Context: an optimization exercise on an open-source flow, tuned for small area, a short achievable clock period and few clock cycles. The choices shown serve that exercise and are no tape-out recipe. No driver is modelled on the clock port, so clocking that relies on it looks cheaper here than on a real chip. Power and IR drop assume default switching activity.

// packet_header_decoder_crc32_top
module packet_header_decoder_crc32_top (
  input  logic                      clk_i,
  input  logic                      rst_ni,
  input  logic                      in_valid_i,
  output logic                      in_ready_o,
  input  logic [7:0]                data_byte_i,
  input  logic                      last_byte_i,
  output logic                      out_valid_o,
  input  logic                      out_ready_i,
  output logic [2:0]                status_o,
  output logic [1:0]                pkt_type_o,
  output logic                      truncated_o,
  output logic [phdc_pkg::WinW-1:0] window_o,
  output logic [phdc_pkg::LenW-1:0] payload_length_o,
  output logic [7:0]                seqnum_o,
  output logic [31:0]               timestamp_o,
  output logic [phdc_pkg::CrcW-1:0] header_crc_o,
  output logic [phdc_pkg::CrcW-1:0] payload_crc_o,
  output logic                      payload_crc_checked_o,
  input  logic                      cfg_valid_i,
  output logic                      cfg_ready_o,
  input  logic [0:0]                cfg_index_i,
  input  logic [phdc_pkg::LenW-1:0] cfg_data_i
);
  logic            in_valid_q;
  logic [7:0]      in_data_q;
  logic            in_last_q;
  logic            out_valid_q;
  phdc_pkg::res_t  res;
  logic [WinW-1:0] window_limit_q;
  logic [LenW-1:0] payload_limit_q;
  logic in_ready_q, out_valid_d;
  assign in_ready_o = in_ready_q;
  always_ff @(posedge clk_i or negedge rst_ni) begin
    if (!rst_ni) begin
      in_valid_q <= 1'b0;
      in_ready_q <= 1'b0;
    end else begin
      in_valid_q <= in_valid_i && in_ready_o;
      in_ready_q <= !out_valid_d && !(in_valid_i && in_ready_o && last_byte_i);
    end
  end
  always_ff @(posedge clk_i) begin
  ...
Size in the first run: ~740 cells after synthesis, ~190 flip-flops.
==> module phdc_parser, before the edit <==
module phdc_parser (
  input  logic                      clk_i,
  input  logic                      rst_ni,
  input  logic                      step_i,
  input  logic                      idle_i,
  input  logic [7:0]                data_i,
  input  logic                      last_i,
  input  logic [phdc_pkg::WinW-1:0] window_limit_i,
  input  logic [phdc_pkg::LenW-1:0] payload_limit_i,
  output phdc_pkg::res_t            res_o
);
  localparam logic [1:0] PhHdr  = 2'd0;
  localparam logic [1:0] PhPay  = 2'd1;
  localparam logic [1:0] PhTail = 2'd2;
  localparam logic [1:0] PhPast = 2'd3;
  logic [1:0]      ph_q;
  logic [LenW-1:0] cnt_q;    
  logic [1:0]      bi_q;     
  logic            herr_q, perr_q;
  logic            l_q;
  logic [7:0]      b0_q, seq_q;
  logic [LenW-1:0] len_q;
  logic [31:0]     ts_q;
  logic [CrcW-1:0] hcrc_q;
  logic [CrcW-1:0] pc_q;     
  logic [2:0]      st_q;
  logic            chkd_q;
  logic            in_h, in_p, in_t;
  logic [3:0]      n;
  logic            p0, p1, p2l, pseq, pts, prx, pcrc, phc, hdr_last;
  logic [7:0]      dz, ref_b;
  logic            mism;
  logic [CrcW-1:0] crc_in, crc_upd;
  logic [7:0]      crc_data;
  logic            crc_en, bi_en, pc_clr;
  logic            plast, len_nz, chk;
  assign in_h = (ph_q == PhHdr);
  assign in_p = (ph_q == PhPay);
  assign in_t = (ph_q == PhTail);
  assign n    = cnt_q[3:0];
  assign p0       = in_h && (n == 4'd1);
  assign p1       = in_h && (n == 4'd2);
  assign p2l      = in_h && (n == 4'd3) && l_q;
  assign pseq     = in_h && (l_q ? (n == 4'd4) : (n == 4'd3));
  assign pts      = in_h && (l_q ? (n >= 4'd5 && n <= 4'd8) : (n >= 4'd4 && n <= 4'd7));
  assign prx      = in_h && (l_q ? (n >= 4'd9) : (n >= 4'd8));
  assign pcrc     = in_h && (l_q ? (n <= 4'd8) : (n <= 4'd7));
  assign phc      = in_h && (l_q ? (n == 4'd8) : (n == 4'd7));
  assign hdr_last = prx && (bi_q == 2'd3);
  assign ref_b = pc_q[8*(3-bi_q) +: 8];
  assign mism  = (data_i != ref_b);
  assign crc_in   = ~pc_q;
  assign crc_data = p0 ? (data_i & FirstByteCrcMask) : data_i;
  phdc_crc8 u_crc8 (
    .crc_i  (crc_in),
    .data_i (crc_data),
    .crc_o  (crc_upd)
  );
  assign crc_en = pcrc || in_p;
  assign bi_en  = pts || prx || in_t;
  assign plast  = (cnt_q == len_q);
  assign len_nz = (len_q != '0);
  assign chk    = len_nz && !b0_q[5];
  assign dz = p0 ? 8'h00 : data_i;
  logic nohdr, inc_a, typ0, winb, lenb, inc_b, herr_e, inc_c, perr_e;
  phdc_pkg::status_e status;
  assign nohdr  = in_h && (n <= 4'd6);
  assign inc_a  = in_h && (n <= 4'd10);
  assign typ0   = (b0_q[7:6] == 2'd0);
  assign winb   = (b0_q[4:0] > window_limit_i);
  assign lenb   = (len_q > payload_limit_i);
  assign inc_b  = in_h && (n == 4'd11) && l_q;
  assign herr_e = herr_q || (hdr_last && mism);
  assign inc_c  = (in_h && len_nz) || (in_p && (!plast || chk)) ||
                  (in_t && (bi_q != 2'd3));
  assign perr_e = perr_q || (in_t && mism);
  always_comb begin
    if (nohdr)                status = StNoHeader;
    else if (inc_a)           status = StInconsistent;
    else if (typ0)            status = StType;
    else if (winb)            status = StWindow;
    else if (lenb)            status = StLength;
    else if (inc_b)           status = StInconsistent;
    else if (herr_e)          status = StCrc;
    else if (inc_c)           status = StInconsistent;
    else if (chk && perr_e)   status = StCrc;
    else                      status = StOk;
  end
  logic checked, ok_q;
  assign checked = ok_q && ((in_t && bi_q == 2'd3) || (ph_q == PhPast));
  always_ff @(posedge clk_i) begin
    ok_q <= chk && !(typ0 || winb || lenb || herr_q);
  end
  always_ff @(posedge clk_i or negedge rst_ni) begin
    if (!rst_ni) begin
      ph_q  <= PhHdr;
      cnt_q <= 15'd1;
      bi_q  <= 2'd0;
    end else if (step_i) begin
      if (last_i) begin
        ph_q  <= PhHdr;
        cnt_q <= 15'd1;
        bi_q  <= 2'd0;
      end else begin
        if (bi_en) bi_q <= bi_q + 2'd1;
        if (hdr_last) begin
          cnt_q <= 15'd1;
        end else if (in_h || in_p) begin
          cnt_q <= cnt_q + 15'd1;
        end
        if (hdr_last) ph_q <= len_nz ? PhPay : PhPast;
        if (in_p && plast) ph_q <= chk ? PhTail : PhPast;
        if (in_t && bi_q == 2'd3) ph_q <= PhPast;
      end
    end
  end
  assign pc_clr = (idle_i && in_h && n == 4'd1) ||
                  (step_i && (hdr_last || (last_i && !checked)));
  always_ff @(posedge clk_i) begin
    if (pc_clr)                 pc_q <= '0;
    else if (step_i && crc_en)  pc_q <= ~crc_upd;
  end
  always_ff @(posedge clk_i) begin
    if (step_i) begin
      if (p0) b0_q <= data_i;
      if (p1) l_q <= data_i[7];
      if (p0 || p1) len_q[14:8] <= dz[7] ? dz[6:0] : 7'd0;
      if (p0 || p1 || p2l) len_q[7:0] <= (p1 && data_i[7]) ? 8'h00 : {dz[7] && !p1, dz[6:0]};
      if (p0 || pseq) seq_q <= dz;
      for (int b = 0; b < 4; b++) begin
        if (p0 || (pts && bi_q == 2'(b))) ts_q[8*b +: 8] <= dz;
      end
      if (p0 || phc) hcrc_q <= p0 ? 32'h0 : ~crc_upd;
      herr_q <= (!p0 && herr_q) || (prx && mism);
      perr_q <= (!p0 && perr_q) || (in_t && mism);
      if (last_i) begin
        st_q   <= status;
        chkd_q <= checked;
      end
    end
  end
  always_comb begin
    res_o.status              = phdc_pkg::status_e'(st_q);
    res_o.pkt_type            = b0_q[7:6];
    res_o.truncated           = b0_q[5];
    res_o.window              = b0_q[4:0];
    res_o.payload_length      = len_q;
    res_o.seqnum              = seq_q;
    res_o.timestamp           = ts_q;
    res_o.header_crc          = hcrc_q;
    res_o.payload_crc         = pc_q;
    res_o.payload_crc_checked = chkd_q;
  end
endmodule
Settings: LEC_CHECK=0, CAP_MARGIN=20, CORE_MARGIN=2, CORE_UTILIZATION=70, CTS_BUF_LIST=sky130_fd_sc_hd__clkbuf_8, SETUP_SLACK_MARGIN=0.5, SLEW_MARGIN=20; clock period 11.0 ns.
standard.sh (not shown) runs the stock make flow with config.mk's settings and CLKGATE_MAP_FILE= SYNTH_SCRIPT=/design/flow/synth_recipe.tcl, a recipe that flattens the netlist after the stock synthesis.
==> flow/flow/run.sh <==
#!/bin/bash
# Standard ORFS layout (standard.sh, with the standard synthesis), except:
#  - the port buffers are made from the smallest buffer cell;
#  - extra ORFS make variables for the layout steps from flow/make_vars.txt;
#  - after placement, flow/isolate_outputs.tcl gives the internal loads of
#    each output port's driver a buffer of their own, and moves each output
#    port's buffer next to its driver;
#  - flow/clock_tree.tcl builds the clock tree (one root buffer and a few
#    leaf buffers, each driving one cluster of flip-flops) in place of ORFS's
#    CTS step, then repairs timing as that step does; make then carries on
#    from its result with global routing.
# The clock period and constraints are the design's (constraint.sdc as given).
# Each tool run writes its full output to its own log in this folder.
set -euo pipefail
MARGIN=$(cat flow/setup_margin.txt)
EXTRA=""
if [[ -f flow/make_vars.txt ]]; then
  EXTRA="$(cat flow/make_vars.txt)"
fi
export BUFFER_PORTS_ARGS="-buffer_cell sky130_fd_sc_hd__buf_1"
sed -E "s/SETUP_SLACK_MARGIN=[^ ]+/SETUP_SLACK_MARGIN=${MARGIN} ${EXTRA}/" standard.sh > standard_tuned.sh
bash standard.sh synth > synth_make.log 2>&1
bash standard_tuned.sh place > place_make.log 2>&1
export RESULTS="$PWD/orfs/results/${FLOW_PLATFORM}/packet_header_decoder_crc32_top/base"
export PLATFORM_DIR="$FLOW_HOME/platforms/${FLOW_PLATFORM}"
export LIB_FILE="$PLATFORM_DIR/lib/sky130_fd_sc_hd__tt_025C_1v80.lib"
export ISO_BUFFER="sky130_fd_sc_hd__buf_1"
export MOVE_OUTBUF=1
export OUTBUF_CELL="$(cat flow/outbuf_cell.txt)"
export SETUP_MARGIN="$MARGIN"
export DONT_USE_CELLS="$(make -s -C "$FLOW_HOME" DESIGN_CONFIG="$PWD/config.mk" print-DONT_USE_CELLS 2> dont_use.log | sed -n 's/^DONT_USE_CELLS *[:=]* *//p')"
export NLEAF=$(cat flow/clock_leaves.txt)
export LEAF_BUF=sky130_fd_sc_hd__clkbuf_16
export ROOT_BUF=$(cat flow/clock_root.txt)
openroad -no_init -exit flow/isolate_outputs.tcl > isolate_outputs.log 2>&1
openroad -no_init -exit flow/clock_tree.tcl > clock_tree.log 2>&1
bash standard_tuned.sh > layout_make.log 2>&1
Other scripts of this flow, unchanged in this note and not shown: flow/flow/clock_leaves.txt, flow/flow/clock_root.txt, flow/flow/clock_tree.tcl, flow/flow/isolate_outputs.tcl, flow/flow/make_vars.txt, flow/flow/outbuf_cell.txt, flow/flow/setup_margin.txt
Then changed:
--- a/flow/design.v
+++ b/flow/design.v
@@ -142,13 +142,11 @@
     else if (inc_c)           status = StInconsistent;
     else if (chk && perr_e)   status = StCrc;
     else                      status = StOk;
   end
-  logic checked, ok_q;
-  assign checked = ok_q && ((in_t && bi_q == 2'd3) || (ph_q == PhPast));
-  always_ff @(posedge clk_i) begin
-    ok_q <= chk && !(typ0 || winb || lenb || herr_q);
-  end
+  logic checked;
+  assign checked = chk && !(nohdr || inc_a || typ0 || winb || lenb || inc_b ||
+                            herr_e || inc_c);
   always_ff @(posedge clk_i or negedge rst_ni) begin
     if (!rst_ni) begin
       ph_q  <= PhHdr;
       cnt_q <= 15'd1;
- The new run passed the timing, DRC and antenna checks
- sequential share of layout area climbs by 0.35 points
- clock-buffer cell count is unchanged
- final area fell by 1.1%
- area after synthesis went down by 1.7%
- die area goes down by 1.6%
- sequential cell count drops by 1
- global-route usage went up by 2.3 points
- total power went up by 2.2%
- worst setup slack got worse by 0.011 ns
- non-clock buffer count grows by 6
No functional check of the RTL was part of any run of this note.

## what the ideal ports hide
The flow's constraints put no driver on any port. The routed layouts listed below were extracted and timed again, unchanged, in two steps.
Step 1: set_driving_cell puts a clkbuf_16 on clk_i and a buf_2 on each other input, an assumption about the parent block.
Step 2 times the ports against the registers' clock, not the clock port: input delays grow and output delays shrink by t, the midpoint of the rising clock arrivals with the driver on.
Three values: no drivers, after step 1, after step 2; two values: the first two.
run	t (ns)	setup slack, ns	hold slack, ns	clock arrival spread, ns	worst register clock-pin slew, ns
the first run	0.369	7.866 / 7.794 / 7.711	0.519 / 0.519 / 0.519	0.023 / 0.022	0.10 / 0.10
the second run	0.378	7.855 / 7.774 / 7.710	0.519 / 0.519 / 0.519	0.032 / 0.032	0.10 / 0.10
After both steps every run listed still meets setup and hold. The setup slack of the first run, which loses most, moves by -0.072 ns with the drivers and by -0.155 ns with both steps.
